This is an optimization exercise on Yosys and OpenROAD, whose aim is small area, a short achievable clock period and few clock cycles, not a production implementation.
At most, simulation tests tie the RTL to the original design; equivalence was not proved.

==> run R <==
Design prog_instruction_mem, start of the top module:
module prog_instruction_mem #(
    parameter int unsigned       ADDR_W    = 16,
    parameter int unsigned       DATA_W    = 16,
    parameter int unsigned       DEPTH     = 256,
    parameter logic [DATA_W-1:0] FILL_WORD = DATA_W'(imem_pkg::OP_NOP)
) (
    input  logic                       clk,
    input  logic                       rst_n,
    input  logic                       fetch_req,
    input  logic [ADDR_W-1:0]          fetch_addr,
    output logic [DATA_W-1:0]          instr,
    output logic                       instr_valid,
    output logic                       addr_fault,
    input  logic                       load_start,
    input  logic                       ld_valid,
    input  logic [DATA_W-1:0]          ld_data,
    input  logic                       ld_last,
    output logic                       ld_ready,
    output logic                       busy,
    output logic                       load_ovf,
    output logic [$clog2(DEPTH+1)-1:0] prog_len
);
==> module imem_array, before the edit <==
module imem_array #(
    parameter int unsigned DATA_W = 16,
    parameter int unsigned DEPTH  = 256,
    parameter int unsigned PTR_W  = 8
) (
    input  logic              clk,
    input  logic              we_i,
    input  logic [PTR_W-1:0]  waddr_i,
    input  logic [DATA_W-1:0] wdata_i,
    input  logic [PTR_W-1:0]  raddr_i,
    output logic [DATA_W-1:0] rdata_o
);
    logic [DATA_W-1:0] mem_q [DEPTH];
    always_ff @(posedge clk) begin
        if (we_i) begin
            mem_q[waddr_i] <= wdata_i;
        end
    end
    assign rdata_o = mem_q[raddr_i];
endmodule
==> module prog_instruction_mem, before the edit <==
module prog_instruction_mem #(
    parameter int unsigned       ADDR_W    = 16,
    parameter int unsigned       DATA_W    = 16,
    parameter int unsigned       DEPTH     = 256,
    parameter logic [DATA_W-1:0] FILL_WORD = DATA_W'(imem_pkg::OP_NOP)
) (
    input  logic                       clk,
    input  logic                       rst_n,
    input  logic                       fetch_req,
    input  logic [ADDR_W-1:0]          fetch_addr,
    output logic [DATA_W-1:0]          instr,
    output logic                       instr_valid,
    output logic                       addr_fault,
    input  logic                       load_start,
    input  logic                       ld_valid,
    input  logic [DATA_W-1:0]          ld_data,
    input  logic                       ld_last,
    output logic                       ld_ready,
    output logic                       busy,
    output logic                       load_ovf,
    output logic [$clog2(DEPTH+1)-1:0] prog_len
);
    localparam int unsigned PTR_W = (DEPTH > 1) ? $clog2(DEPTH) : 1;
    localparam int unsigned LEN_W = $clog2(DEPTH + 1);
    logic              loading_q;
    logic              load_ovf_q;
    logic [LEN_W-1:0]  len_q;           
    logic              instr_valid_q, addr_fault_q, fill_sel_q;
    logic [DATA_W-1:0] rdata_q;
    logic              wr_en, wr_end;
    logic [31:0]       fetch_idx;
    logic              fetch_fault, fetch_accept, fetch_fill;
    logic [DATA_W-1:0] rd_data;
    assign fetch_idx    = 32'(fetch_addr) >> 1;
    assign fetch_fault  = fetch_addr[0] | (fetch_idx >= 32'(DEPTH));
    assign fetch_accept = !loading_q && fetch_req && !load_start;
    assign fetch_fill   = fetch_fault | (fetch_idx >= 32'(len_q));
    assign wr_en  = loading_q && ld_valid;
    assign wr_end = ld_last || (len_q == LEN_W'(DEPTH - 1));
    imem_array #(
        .DATA_W (DATA_W),
        .DEPTH  (DEPTH),
        .PTR_W  (PTR_W)
    ) u_array (
        .clk     (clk),
        .we_i    (wr_en),
        .waddr_i (len_q[PTR_W-1:0]),
        .wdata_i (ld_data),
        .raddr_i (fetch_idx[PTR_W-1:0]),
        .rdata_o (rd_data)
    );
    always_ff @(posedge clk or negedge rst_n) begin
        if (!rst_n) begin
            loading_q  <= 1'b0;
            load_ovf_q <= 1'b0;
            len_q      <= '0;
        end else if (loading_q) begin
            if (ld_valid) begin
                len_q <= len_q + 1'b1;
                if (wr_end) begin
                    loading_q  <= 1'b0;
                    load_ovf_q <= !ld_last;
                end
            end
        end else if (load_start) begin
            loading_q  <= 1'b1;
            load_ovf_q <= 1'b0;
            len_q      <= '0;
        end
    end
    always_ff @(posedge clk or negedge rst_n) begin
        if (!rst_n) begin
            instr_valid_q <= 1'b0;
            addr_fault_q  <= 1'b0;
            fill_sel_q    <= 1'b1;
        end else begin
            instr_valid_q <= fetch_accept;
            addr_fault_q  <= fetch_accept && fetch_fault;
            fill_sel_q    <= fetch_fill;
        end
    end
    always_ff @(posedge clk) begin
        rdata_q <= rd_data;
    end
    assign instr       = fill_sel_q ? FILL_WORD : rdata_q;
    assign instr_valid = instr_valid_q;
    assign addr_fault  = addr_fault_q;
    assign ld_ready    = loading_q;
    assign busy        = loading_q;
    assign load_ovf    = load_ovf_q;
    assign prog_len    = len_q;
endmodule
clock: 5.0 ns
lec_check: 0
cap_margin: 20
core_margin: 2
core_utilization: 40
slew_margin: 20
run.sh (not shown) runs the stock make flow with config.mk's settings and CLKGATE_MAP_FILE= SYNTH_SCRIPT=/design/flow/synth_recipe.tcl, a recipe that flattens the netlist after the stock synthesis.
==> run Y: changes against run R <==
--- a/flow/design.v
+++ b/flow/design.v
@@ -20,7 +20,17 @@
             mem_q[waddr_i] <= wdata_i;
         end
     end
-    assign rdata_o = mem_q[raddr_i];
+    logic [DEPTH-1:0] rsel;
+    always_comb begin
+        rsel = '0;
+        rsel[raddr_i] = 1'b1;
+    end
+    always_comb begin
+        rdata_o = '0;
+        for (int i = 0; i < DEPTH; i++) begin
+            rdata_o = rdata_o | (mem_q[i] & {DATA_W{rsel[i]}});
+        end
+    end
 endmodule
 module prog_instruction_mem #(
     parameter int unsigned       ADDR_W    = 16,
@@ -47,9 +57,10 @@
     localparam int unsigned PTR_W = (DEPTH > 1) ? $clog2(DEPTH) : 1;
     localparam int unsigned LEN_W = $clog2(DEPTH + 1);
     logic              loading_q;
+    logic [LEN_W-1:0]  prog_len_q;      
     logic              load_ovf_q;
     logic [LEN_W-1:0]  len_q;           
-    logic              instr_valid_q, addr_fault_q, fill_sel_q;
+    logic              instr_valid_q, addr_fault_q;
     logic [DATA_W-1:0] rdata_q;
     logic              wr_en, wr_end;
     logic [31:0]       fetch_idx;
@@ -78,12 +89,14 @@
             loading_q  <= 1'b0;
             load_ovf_q <= 1'b0;
             len_q      <= '0;
+            prog_len_q <= '0;
         end else if (loading_q) begin
             if (ld_valid) begin
                 len_q <= len_q + 1'b1;
                 if (wr_end) begin
                     loading_q  <= 1'b0;
                     load_ovf_q <= !ld_last;
+                    prog_len_q <= len_q + 1'b1;
                 end
             end
         end else if (load_start) begin
@@ -96,21 +109,19 @@
         if (!rst_n) begin
             instr_valid_q <= 1'b0;
             addr_fault_q  <= 1'b0;
-            fill_sel_q    <= 1'b1;
         end else begin
             instr_valid_q <= fetch_accept;
             addr_fault_q  <= fetch_accept && fetch_fault;
-            fill_sel_q    <= fetch_fill;
         end
     end
     always_ff @(posedge clk) begin
-        rdata_q <= rd_data;
+        rdata_q <= fetch_fill ? FILL_WORD : rd_data;
     end
-    assign instr       = fill_sel_q ? FILL_WORD : rdata_q;
+    assign instr       = rdata_q;
     assign instr_valid = instr_valid_q;
     assign addr_fault  = addr_fault_q;
     assign ld_ready    = loading_q;
     assign busy        = loading_q;
     assign load_ovf    = load_ovf_q;
-    assign prog_len    = len_q;
+    assign prog_len    = prog_len_q;
 endmodule
- CORE_UTILIZATION: 40 -> 45
- SETUP_SLACK_MARGIN: default -> 1.5
==> run C: changes against run R <==
--- a/flow/design.v
+++ b/flow/design.v
@@ -2,25 +2,53 @@
     localparam logic [15:0] OP_NOP  = 16'h0000;
     localparam logic [15:0] OP_HALT = 16'hFFFF;
 endpackage
+module imem_mux4 (
+    input  logic [3:0] d_i,
+    input  logic [1:0] sel_i,
+    output logic       y_o
+);
+    assign y_o = d_i[sel_i];
+endmodule
 module imem_array #(
     parameter int unsigned DATA_W = 16,
     parameter int unsigned DEPTH  = 256,
-    parameter int unsigned PTR_W  = 8
+    parameter int unsigned PTR_W  = 8,
+    parameter int unsigned LO_N   = 16,
+    parameter int unsigned HI_N   = DEPTH / LO_N
 ) (
     input  logic              clk,
-    input  logic              we_i,
-    input  logic [PTR_W-1:0]  waddr_i,
+    input  logic [LO_N-1:0]   we_lo_i,
+    input  logic [HI_N-1:0]   we_hi_i,
     input  logic [DATA_W-1:0] wdata_i,
     input  logic [PTR_W-1:0]  raddr_i,
     output logic [DATA_W-1:0] rdata_o
 );
     logic [DATA_W-1:0] mem_q [DEPTH];
     always_ff @(posedge clk) begin
-        if (we_i) begin
-            mem_q[waddr_i] <= wdata_i;
+        for (int w = 0; w < DEPTH; w++) begin
+            if (we_hi_i[w / LO_N] && we_lo_i[w % LO_N]) begin
+                mem_q[w] <= wdata_i;
+            end
         end
     end
-    assign rdata_o = mem_q[raddr_i];
+    localparam int unsigned NLVL = PTR_W / 2;
+    for (genvar b = 0; b < DATA_W; b++) begin : g_rbit
+        logic [DEPTH-1:0] lvl [NLVL+1];
+        for (genvar w = 0; w < DEPTH; w++) begin : g_leaf
+            assign lvl[0][w] = mem_q[w][b];
+        end
+        for (genvar l = 0; l < NLVL; l++) begin : g_lvl
+            for (genvar m = 0; m < (DEPTH >> (2 * (l + 1))); m++) begin : g_mux
+                imem_mux4 u_mux (
+                    .d_i   (lvl[l][4*m +: 4]),
+                    .sel_i (raddr_i[2*l +: 2]),
+                    .y_o   (lvl[l+1][m])
+                );
+            end
+            assign lvl[l+1][DEPTH-1:(DEPTH >> (2 * (l + 1)))] = '0;
+        end
+        assign rdata_o[b] = lvl[NLVL][0];
+    end
 endmodule
 module prog_instruction_mem #(
     parameter int unsigned       ADDR_W    = 16,
@@ -47,11 +75,13 @@
     localparam int unsigned PTR_W = (DEPTH > 1) ? $clog2(DEPTH) : 1;
     localparam int unsigned LEN_W = $clog2(DEPTH + 1);
     logic              loading_q;
+    logic [LEN_W-1:0]  prog_len_q;      
     logic              load_ovf_q;
     logic [LEN_W-1:0]  len_q;           
-    logic              instr_valid_q, addr_fault_q, fill_sel_q;
+    logic              instr_valid_q, addr_fault_q;
     logic [DATA_W-1:0] rdata_q;
-    logic              wr_en, wr_end;
+    logic              wr_end;
+    logic [15:0]       wp_lo_q, wp_hi_q;   
     logic [31:0]       fetch_idx;
     logic              fetch_fault, fetch_accept, fetch_fill;
     logic [DATA_W-1:0] rd_data;
@@ -59,7 +89,6 @@
     assign fetch_fault  = fetch_addr[0] | (fetch_idx >= 32'(DEPTH));
     assign fetch_accept = !loading_q && fetch_req && !load_start;
     assign fetch_fill   = fetch_fault | (fetch_idx >= 32'(len_q));
-    assign wr_en  = loading_q && ld_valid;
     assign wr_end = ld_last || (len_q == LEN_W'(DEPTH - 1));
     imem_array #(
         .DATA_W (DATA_W),
@@ -67,8 +96,8 @@
         .PTR_W  (PTR_W)
     ) u_array (
         .clk     (clk),
-        .we_i    (wr_en),
-        .waddr_i (len_q[PTR_W-1:0]),
+        .we_lo_i (wp_lo_q),
+        .we_hi_i (wp_hi_q),
         .wdata_i (ld_data),
         .raddr_i (fetch_idx[PTR_W-1:0]),
         .rdata_o (rd_data)
@@ -78,12 +107,14 @@
             loading_q  <= 1'b0;
             load_ovf_q <= 1'b0;
             len_q      <= '0;
+            prog_len_q <= '0;
         end else if (loading_q) begin
             if (ld_valid) begin
                 len_q <= len_q + 1'b1;
                 if (wr_end) begin
                     loading_q  <= 1'b0;
                     load_ovf_q <= !ld_last;
+                    prog_len_q <= len_q + 1'b1;
                 end
             end
         end else if (load_start) begin
@@ -94,23 +125,39 @@
     end
     always_ff @(posedge clk or negedge rst_n) begin
         if (!rst_n) begin
+            wp_lo_q <= 16'd1;
+            wp_hi_q <= '0;
+        end else if (loading_q) begin
+            if (ld_valid) begin
+                wp_lo_q <= {wp_lo_q[14:0], wp_lo_q[15]};
+                if (wr_end) begin
+                    wp_hi_q <= '0;
+                end else if (wp_lo_q[15]) begin
+                    wp_hi_q <= {wp_hi_q[14:0], 1'b0};
+                end
+            end
+        end else if (load_start) begin
+            wp_lo_q <= 16'd1;
+            wp_hi_q <= 16'd1;
+        end
+    end
+    always_ff @(posedge clk or negedge rst_n) begin
+        if (!rst_n) begin
             instr_valid_q <= 1'b0;
             addr_fault_q  <= 1'b0;
-            fill_sel_q    <= 1'b1;
         end else begin
             instr_valid_q <= fetch_accept;
             addr_fault_q  <= fetch_accept && fetch_fault;
-            fill_sel_q    <= fetch_fill;
         end
     end
     always_ff @(posedge clk) begin
-        rdata_q <= rd_data;
+        rdata_q <= fetch_fill ? FILL_WORD : rd_data;
     end
-    assign instr       = fill_sel_q ? FILL_WORD : rdata_q;
+    assign instr       = rdata_q;
     assign instr_valid = instr_valid_q;
     assign addr_fault  = addr_fault_q;
     assign ld_ready    = loading_q;
     assign busy        = loading_q;
     assign load_ovf    = load_ovf_q;
-    assign prog_len    = len_q;
+    assign prog_len    = prog_len_q;
 endmodule
- CORE_UTILIZATION: 40 -> 65
- CTS_CLUSTER_DIAMETER: default -> 200
- CTS_CLUSTER_SIZE: default -> 25
- PLACE_DENSITY: default -> 0.78
- SETUP_SLACK_MARGIN: default -> 2.1
==> run H: changes against run R <==
--- a/flow/design.v
+++ b/flow/design.v
@@ -47,9 +47,10 @@
     localparam int unsigned PTR_W = (DEPTH > 1) ? $clog2(DEPTH) : 1;
     localparam int unsigned LEN_W = $clog2(DEPTH + 1);
     logic              loading_q;
+    logic [LEN_W-1:0]  prog_len_q;      
     logic              load_ovf_q;
     logic [LEN_W-1:0]  len_q;           
-    logic              instr_valid_q, addr_fault_q, fill_sel_q;
+    logic              instr_valid_q, addr_fault_q;
     logic [DATA_W-1:0] rdata_q;
     logic              wr_en, wr_end;
     logic [31:0]       fetch_idx;
@@ -59,7 +60,7 @@
     assign fetch_fault  = fetch_addr[0] | (fetch_idx >= 32'(DEPTH));
     assign fetch_accept = !loading_q && fetch_req && !load_start;
     assign fetch_fill   = fetch_fault | (fetch_idx >= 32'(len_q));
-    assign wr_en  = loading_q && ld_valid;
+    assign wr_en  = loading_q;
     assign wr_end = ld_last || (len_q == LEN_W'(DEPTH - 1));
     imem_array #(
         .DATA_W (DATA_W),
@@ -78,12 +79,14 @@
             loading_q  <= 1'b0;
             load_ovf_q <= 1'b0;
             len_q      <= '0;
+            prog_len_q <= '0;
         end else if (loading_q) begin
             if (ld_valid) begin
                 len_q <= len_q + 1'b1;
                 if (wr_end) begin
                     loading_q  <= 1'b0;
                     load_ovf_q <= !ld_last;
+                    prog_len_q <= len_q + 1'b1;
                 end
             end
         end else if (load_start) begin
@@ -96,21 +99,19 @@
         if (!rst_n) begin
             instr_valid_q <= 1'b0;
             addr_fault_q  <= 1'b0;
-            fill_sel_q    <= 1'b1;
         end else begin
             instr_valid_q <= fetch_accept;
             addr_fault_q  <= fetch_accept && fetch_fault;
-            fill_sel_q    <= fetch_fill;
         end
     end
     always_ff @(posedge clk) begin
-        rdata_q <= rd_data;
+        rdata_q <= fetch_fill ? FILL_WORD : rd_data;
     end
-    assign instr       = fill_sel_q ? FILL_WORD : rdata_q;
+    assign instr       = rdata_q;
     assign instr_valid = instr_valid_q;
     assign addr_fault  = addr_fault_q;
     assign ld_ready    = loading_q;
     assign busy        = loading_q;
     assign load_ovf    = load_ovf_q;
-    assign prog_len    = len_q;
+    assign prog_len    = prog_len_q;
 endmodule
- CORE_UTILIZATION: 40 -> 50
- CTS_CLUSTER_DIAMETER: default -> 200
- CTS_CLUSTER_SIZE: default -> 30
- SETUP_SLACK_MARGIN: default -> 2.4
==> results.ini <==
[run_status]
outcome=no timing/DRC/antenna violations

[floorplanning]
die_x_um=632

[worst_setup_path]
worst_path_max_delay_cell=clkdlybuf4s50_1
end_kind=flip-flop
critPathMaxStageDelay_ps=970

[synth]
seq_area_frac_synth_pct=78.5
synthAdderAreaFrac_pct=0.111
ys_ff_latch=4126

[clock_tree]
cts.path.max_buffers=4
clk_pin_slew_ps=70

[power]
vdd_drop_max_v=0.000345

[timing]
finalWorstSetupSlack_ps=598

[finish]
sh_seq_area_pct=68.3
fill_cells=32400

-- figures above: run R

==> results.ini <==
[worst_setup_path]
end_kind=flip-flop

[synth]
seq_area_frac_synth_pct=76.9
ys_ff_latch=4134

[run_status]
outcome=no timing/DRC/antenna violations

[clock_tree]
cts_tree=done
clk_pin_slew_ps=120
cts.path.max_buffers=4

[power]
vdd_drop_max_v=0.000274

[floorplanning]
die_x_um=572

[timing]
finalWorstSetupSlack_ps=2120

[finish]
sh_seq_area_pct=68.7

-- figures above: run H

==> results.ini <==
[worst_setup_path]
worst_path_max_delay_cell=nand4_1
critPathMaxStageDelay_ps=640
end_kind=flip-flop

[finish]
sh_seq_area_pct=72.5
fill_cells=14100

[run_status]
outcome=no timing/DRC/antenna violations

[synth]
ys_ff_latch=4166

[clock_tree]
clk_pin_slew_ps=100
cts.path.max_buffers=3

[timing]
finalWorstSetupSlack_ps=1970

-- figures above: run C

==> results.ini <==
[synth]
synth.distinct_cells=85
ys_ff_latch=4134
synth_ff_type=edfxtp_1
synth.top_cell.area_share_pct=79.0
synthAdderAreaFrac_pct=0.145

[run_status]
haltStage=global routing (5_1_grt)
error=[ERROR GRT-0116] Global routing finished with congestion. Check the congestion regions in the DRC Viewer.
outcome=stopped before the end

[grt]
grt_max_degree=120
grt_pass1_wl_mm=1670

[clock_tree]
cts.path.max_buffers=4

-- figures above: run Y

Testbench counts of run R, summed over its fixed seeds: cycles 20,317.
Testbench counts of run C, summed over its fixed seeds: cycles 20,317.
Only the layout flow was run in run Y and run H; the RTL was not checked for function there.

re-timing with driven ports:
In the flow no input, the clock included, has a driving cell. The finished layouts below were timed again as built, in two steps.
Step 1 sets driving cells, clkbuf_16 on the clock port and buf_2 on the other inputs (assumed; they add their load-dependent delay and slew).
Step 2 adds t to the input delays and takes it off the output delays; t is the mean of the earliest and latest rising clock arrival at the registers after step 1. Input paths then give back, and output paths get back, about the clock's delay inside the block.
Three values: ideal, step 1, step 2; two values: the first two.
run | t, ns | setup WS [ns] | hold slack, ns | worst data-port slew with drivers (ns)
run R | 1.036 | 0.598 / 0.671 / -0.365 | 0.482 / 0.407 / 0.525 | 0.27
run C | 0.981 | 1.965 / 1.774 / 0.793 | 0.204 / 0.232 / 0.495 | 0.35
run H | 1.026 | 2.122 / 1.917 / 0.891 | 0.067 / -0.032 / 0.496 | 0.42
With both steps, setup timing fails in run R, where it was met with ideal ports. The setup slack of run H, which loses most, moves by -0.205 ns with the drivers and by -1.231 ns with both steps.
